From an optimization exercise on the open Yosys and OpenROAD flow, aimed at small area; shortcuts taken in it are not production practice.
RTL that was checked went through simulation tests only; none was proved equivalent to the original.
Power figures rest on the tool's default switching activity, not on a simulated workload.

==> build 9 <==
==> flow/design.v (excerpt) <==
module id_stage (
	input  logic                     clk,
	input  logic                     rst_n,
	input  riscv_isa_pkg::word_t     if_id_ir,            
	input  riscv_isa_pkg::word_t     if_id_pc,
	input  logic                     if_id_valid_inst,
	input  logic [5:0]               id_ex,               
	input  logic [5:0]               ex_mem,              
	input  riscv_isa_pkg::word_t     ex_alu_result,
	input  riscv_isa_pkg::word_t     ex_mem_alu_result,
	input  logic [38:0]              mem_wb,              
	output logic [15:0]              ctrl,                
	output riscv_isa_pkg::reg_idx_t  dest_idx,            
	output riscv_isa_pkg::funct3_t   funct3,              
	output riscv_isa_pkg::word_t     ra_value,
	output riscv_isa_pkg::word_t     rb_value,
	output riscv_isa_pkg::word_t     immediate,
	output riscv_isa_pkg::word_t     pc_add_opa,          
	output logic                     stall_en
);
make LEC_CHECK=0 CAP_MARGIN=20 CORE_MARGIN=2 CORE_UTILIZATION=40 SLEW_MARGIN=20 finish   # period 10.0 ns
run.sh (not shown) runs the stock make flow with config.mk's settings and CLKGATE_MAP_FILE= SYNTH_SCRIPT=/design/flow/synth_recipe.tcl, a recipe that flattens the netlist after the stock synthesis.
==> inputs of build 46, as changes to build 9 <==
--- a/flow/design.v
+++ b/flow/design.v
@@ -248,91 +248,124 @@
 `default_nettype wire
 `timescale 1ns/1ns
 `default_nettype none
 module regfile (
 	input  logic                    clk,
 	input  logic                    rst_n,
-	input  riscv_isa_pkg::reg_idx_t rda_idx,
-	input  riscv_isa_pkg::reg_idx_t rdb_idx,
-	output riscv_isa_pkg::word_t    rda_data,
-	output riscv_isa_pkg::word_t    rdb_data,
-	input  id_ctrl_pkg::wb_port_t   wb         
+	input  id_ctrl_pkg::wb_port_t   wb,        
+	output logic [31*32-1:0]        regs_q     
 );
-	riscv_isa_pkg::word_t [riscv_isa_pkg::reg_count-1:0] regs;   
-	logic                 wr_en;
+	logic        wr_en;
+	logic [31:0] wdata;
 	assign wr_en = wb.valid_inst && wb.reg_wr && (wb.dest_idx != riscv_isa_pkg::zero_reg);
-	always_ff @(posedge clk) begin
-		if (!rst_n) begin
-			for (int i = 0; i < riscv_isa_pkg::reg_count; i++) begin
-				regs[i] <= '0;
-			end
-		end else if (wr_en) begin
-			regs[wb.dest_idx] <= wb.data;   
+	assign wdata = wb.data & {32{rst_n}};
+	for (genvar i = 1; i < 32; i++) begin : g_reg
+		logic        en;
+		logic [31:0] q;
+		assign en = ~rst_n | (wr_en && wb.dest_idx == i);
+		always_ff @(posedge clk) begin
+			if (en) q <= wdata;   
 		end
+		assign regs_q[(i-1)*32 +: 32] = q;
 	end
-	assign rda_data = (rda_idx == riscv_isa_pkg::zero_reg) ? '0 : regs[rda_idx];
-	assign rdb_data = (rdb_idx == riscv_isa_pkg::zero_reg) ? '0 : regs[rdb_idx];
 endmodule
 `default_nettype wire
 `timescale 1ns/1ns
 `default_nettype none
+module of_aoi222 (
+	input  logic a1, a2, b1, b2, c1, c2,
+	output logic y
+);
+	assign y = ~((a1 & a2) | (b1 & b2) | (c1 & c2));
+endmodule
+module of_nand2 (
+	input  logic a, b,
+	output logic y
+);
+	assign y = ~(a & b);
+endmodule
+module of_nand4 (
+	input  logic a, b, c, d,
+	output logic y
+);
+	assign y = ~(a & b & c & d);
+endmodule
+module of_or3 (
+	input  logic a, b, c,
+	output logic y
+);
+	assign y = a | b | c;
+endmodule
+module of_read_bit (
+	input  logic [33:0] d,
+	input  logic [33:0] sel,
+	output logic        y
+);
+	logic [11:0] r_n;   
+	logic [2:0]  p;
+	for (genvar j = 0; j < 11; j++) begin : g_trio
+		of_aoi222 u_aoi (.a1(sel[3*j]), .a2(d[3*j]), .b1(sel[3*j+1]), .b2(d[3*j+1]),
+			.c1(sel[3*j+2]), .c2(d[3*j+2]), .y(r_n[j]));
+	end
+	of_nand2 u_last (.a(sel[33]), .b(d[33]), .y(r_n[11]));
+	for (genvar k = 0; k < 3; k++) begin : g_grp
+		of_nand4 u_nand (.a(r_n[4*k]), .b(r_n[4*k+1]), .c(r_n[4*k+2]), .d(r_n[4*k+3]),
+			.y(p[k]));
+	end
+	of_or3 u_out (.a(p[0]), .b(p[1]), .c(p[2]), .y(y));
+endmodule
 module operand_forward (
 	input  riscv_isa_pkg::reg_idx_t  ra_idx,
 	input  riscv_isa_pkg::reg_idx_t  rb_idx,
 	input  id_ctrl_pkg::stage_dest_t id_ex,
 	input  id_ctrl_pkg::stage_dest_t ex_mem,
 	input  id_ctrl_pkg::wb_port_t    mem_wb,
 	input  riscv_isa_pkg::word_t     ex_alu_result,       
 	input  riscv_isa_pkg::word_t     ex_mem_alu_result,
-	input  riscv_isa_pkg::word_t     rf_ra,
-	input  riscv_isa_pkg::word_t     rf_rb,
+	input  logic [31*32-1:0]         regs_q,              
 	output riscv_isa_pkg::word_t     ra_value,
 	output riscv_isa_pkg::word_t     rb_value,
 	output logic                     stall_en
 );
-	logic [2:0]            ra_hit;    
-	logic [2:0]            rb_hit;
-	logic [2:0]            fwd_ok;    
-	id_ctrl_pkg::fwd_src_e ra_src;
-	id_ctrl_pkg::fwd_src_e rb_src;
-	function automatic logic dest_hit(input riscv_isa_pkg::reg_idx_t idx,
-		input riscv_isa_pkg::reg_idx_t dest);
-		dest_hit = (dest != riscv_isa_pkg::zero_reg) && (idx == dest);   
+	logic [33:0] ra_sel, rb_sel;
+	logic        ra_stall, rb_stall;
+	function automatic logic [34:0] pick(
+		input riscv_isa_pkg::reg_idx_t idx,
+		input id_ctrl_pkg::stage_dest_t s0,
+		input id_ctrl_pkg::stage_dest_t s1,
+		input logic [4:0] d2);
+		logic h0, h1, h2, u0, u1, u2, rf;
+		logic [33:0] sel;
+		h0 = (s0.dest_idx != 5'd0) && (s0.dest_idx == idx);
+		h1 = (s1.dest_idx != 5'd0) && (s1.dest_idx == idx);
+		h2 = (d2 != 5'd0) && (d2 == idx);
+		u0 = h0 & ~s0.rd_mem;
+		u1 = h1 & ~s1.rd_mem & ~u0;
+		u2 = h2 & ~(h0 & ~s0.rd_mem) & ~(h1 & ~s1.rd_mem);
+		rf = ~(u0 | u1 | u2);
+		for (int i = 1; i < 32; i++)
+			sel[i-1] = rf && idx == i;
+		sel[31] = u0;
+		sel[32] = u1;
+		sel[33] = u2;
+		pick = {rf & (h0 | h1 | h2), sel};
 	endfunction
-	function automatic id_ctrl_pkg::fwd_src_e pick_src(input logic [2:0] usable);
-		if (usable[0])
-			pick_src = id_ctrl_pkg::fwd_id_ex;
-		else if (usable[1])
-			pick_src = id_ctrl_pkg::fwd_ex_mem;
-		else if (usable[2])
-			pick_src = id_ctrl_pkg::fwd_mem_wb;
-		else
-			pick_src = id_ctrl_pkg::fwd_regfile;
-	endfunction
-	function automatic riscv_isa_pkg::word_t src_value(input id_ctrl_pkg::fwd_src_e src,
-		input riscv_isa_pkg::word_t rf_value);
-		case (src)
-			id_ctrl_pkg::fwd_id_ex:  src_value = ex_alu_result;
-			id_ctrl_pkg::fwd_ex_mem: src_value = ex_mem_alu_result;
-			id_ctrl_pkg::fwd_mem_wb: src_value = mem_wb.data;
-			default:                 src_value = rf_value;
-		endcase
-	endfunction
-	assign ra_hit = {dest_hit(ra_idx, mem_wb.dest_idx), dest_hit(ra_idx, ex_mem.dest_idx),
-		dest_hit(ra_idx, id_ex.dest_idx)};
-	assign rb_hit = {dest_hit(rb_idx, mem_wb.dest_idx), dest_hit(rb_idx, ex_mem.dest_idx),
-		dest_hit(rb_idx, id_ex.dest_idx)};
-	always_comb begin
-		fwd_ok = {1'b1, ~ex_mem.rd_mem, ~id_ex.rd_mem};   
-		ra_src = pick_src(ra_hit & fwd_ok);
-		rb_src = pick_src(rb_hit & fwd_ok);
+	assign {ra_stall, ra_sel} = pick(ra_idx, id_ex, ex_mem, mem_wb.dest_idx);
+	assign {rb_stall, rb_sel} = pick(rb_idx, id_ex, ex_mem, mem_wb.dest_idx);
+	for (genvar b = 0; b < 32; b++) begin : g_bit
+		logic [33:0] d;
+		for (genvar i = 0; i < 31; i++) begin : g_reg
+			assign d[i] = regs_q[i*32 + b];
+		end
+		assign d[31] = ex_alu_result[b];
+		assign d[32] = ex_mem_alu_result[b];
+		assign d[33] = mem_wb.data[b];
+		of_read_bit u_ra (.d(d), .sel(ra_sel), .y(ra_value[b]));
+		of_read_bit u_rb (.d(d), .sel(rb_sel), .y(rb_value[b]));
 	end
-	assign ra_value = src_value(ra_src, rf_ra);
-	assign rb_value = src_value(rb_src, rf_rb);
-	assign stall_en = (|ra_hit && ra_src == id_ctrl_pkg::fwd_regfile) ||
-		(|rb_hit && rb_src == id_ctrl_pkg::fwd_regfile);
+	assign stall_en = ra_stall | rb_stall;
 endmodule
 `default_nettype wire
 `timescale 1ns/1ns
 `default_nettype none
 module id_stage (
 	input  logic                     clk,
@@ -356,14 +389,13 @@
 );
 	riscv_isa_pkg::reg_idx_t ra_idx;
 	riscv_isa_pkg::reg_idx_t rb_idx;
 	riscv_isa_pkg::reg_idx_t rd_idx;
 	logic                    dest_is_rd;
 	logic                    is_jalr;
-	riscv_isa_pkg::word_t    rf_ra;   
-	riscv_isa_pkg::word_t    rf_rb;
+	logic [31*32-1:0]        regs_q;   
 	id_ctrl_pkg::stage_dest_t id_ex_s;   
 	id_ctrl_pkg::stage_dest_t ex_mem_s;
 	id_ctrl_pkg::wb_port_t    mem_wb_s;
 	id_ctrl_pkg::id_ctrl_t    ctrl_s;
 	assign id_ex_s  = id_ex;
 	assign ex_mem_s = ex_mem;
@@ -387,28 +419,24 @@
 		.inst      (if_id_ir),
 		.immediate (immediate)
 	);
 	regfile regfile_inst (
 		.clk      (clk),
 		.rst_n    (rst_n),
-		.rda_idx  (ra_idx),
-		.rdb_idx  (rb_idx),
-		.rda_data (rf_ra),
-		.rdb_data (rf_rb),
-		.wb       (mem_wb_s)
+		.wb       (mem_wb_s),
+		.regs_q   (regs_q)
 	);
 	operand_forward operand_forward_inst (
 		.ra_idx            (ra_idx),
 		.rb_idx            (rb_idx),
 		.id_ex             (id_ex_s),
 		.ex_mem            (ex_mem_s),
 		.mem_wb            (mem_wb_s),
 		.ex_alu_result     (ex_alu_result),
 		.ex_mem_alu_result (ex_mem_alu_result),
-		.rf_ra             (rf_ra),
-		.rf_rb             (rf_rb),
+		.regs_q            (regs_q),
 		.ra_value          (ra_value),
 		.rb_value          (rb_value),
 		.stall_en          (stall_en)
 	);
 endmodule
 `default_nettype wire
Settings changed: CORE_UTILIZATION 40 to 55, CTS_BUF_LIST set to sky130_fd_sc_hd__clkbuf_4 sky130_fd_sc_hd__clkbuf_8, SYNTH_HIERARCHICAL set to 1.
==> qor summary <==
metric	build 46	build 9
Status	timing/DRC/antenna clean	timing/DRC/antenna clean
Final clock-cell share	5.952%	5.779%
Standard cell core area	75,820 um2	141,900 um2
Multi-input logic portion of the cell area	24.70%	52.33%
Hold path startpoint	rst_n	regfile_inst.regs[937]
Via count of the first global-routing pass	33,940	44,860
Via count	34,740	47,720
Fmax	0.1047 GHz	0.1196 GHz
Internal power summed over all cells	7.118 mW	7.071 mW
Detailed router's first-iteration violation count	9,813	6,096
Relative area of non-clock buffer cells in the final design	8.651%	6.855%
Initial Util	55.41%	40.37%
Net switching component of the power	2.484 mW	2.480 mW
Max FFs per register	992	1,024
Final non-filler cell area	51,140 um2	65,580 um2
Post-Synthesis Cells	2,490	5,809
For build 9, only the layout was checked, not whether the RTL still works.

==> static timing again, ports no longer ideal <==
The flow's constraints put no driver on any port. The routed layouts listed below were extracted and timed again, unchanged, in two steps. Step 1, drivers: a clkbuf_16 drives clk and a buf_2 each remaining input, both assumed. Step 2 moves the port delays by t, midway between the first and last clock arrival at a register: inputs arrive t later, outputs are due t later. That takes back most of the time a late clock gives input paths. Three values: no drivers, after step 1, after step 2; two values: the first two.
run | t (ns) | setup slack, ns | worst hold slack (ns) | worst setup path after step 2 | cell pins on the clock port's net
build 9 | 0.790 | 1.639 / 1.605 / 1.605 | 0.466 / 0.466 / 0.466 | input to output | 1
build 46 | 0.869 | 0.447 / 0.411 / 0.411 | 2.055 / 2.017 / 2.886 | input to output | 1
After both steps every run listed still meets setup and hold. For build 46, which loses most, drivers alone change the setup slack by -0.036 ns; drivers and shift together by -0.036 ns.
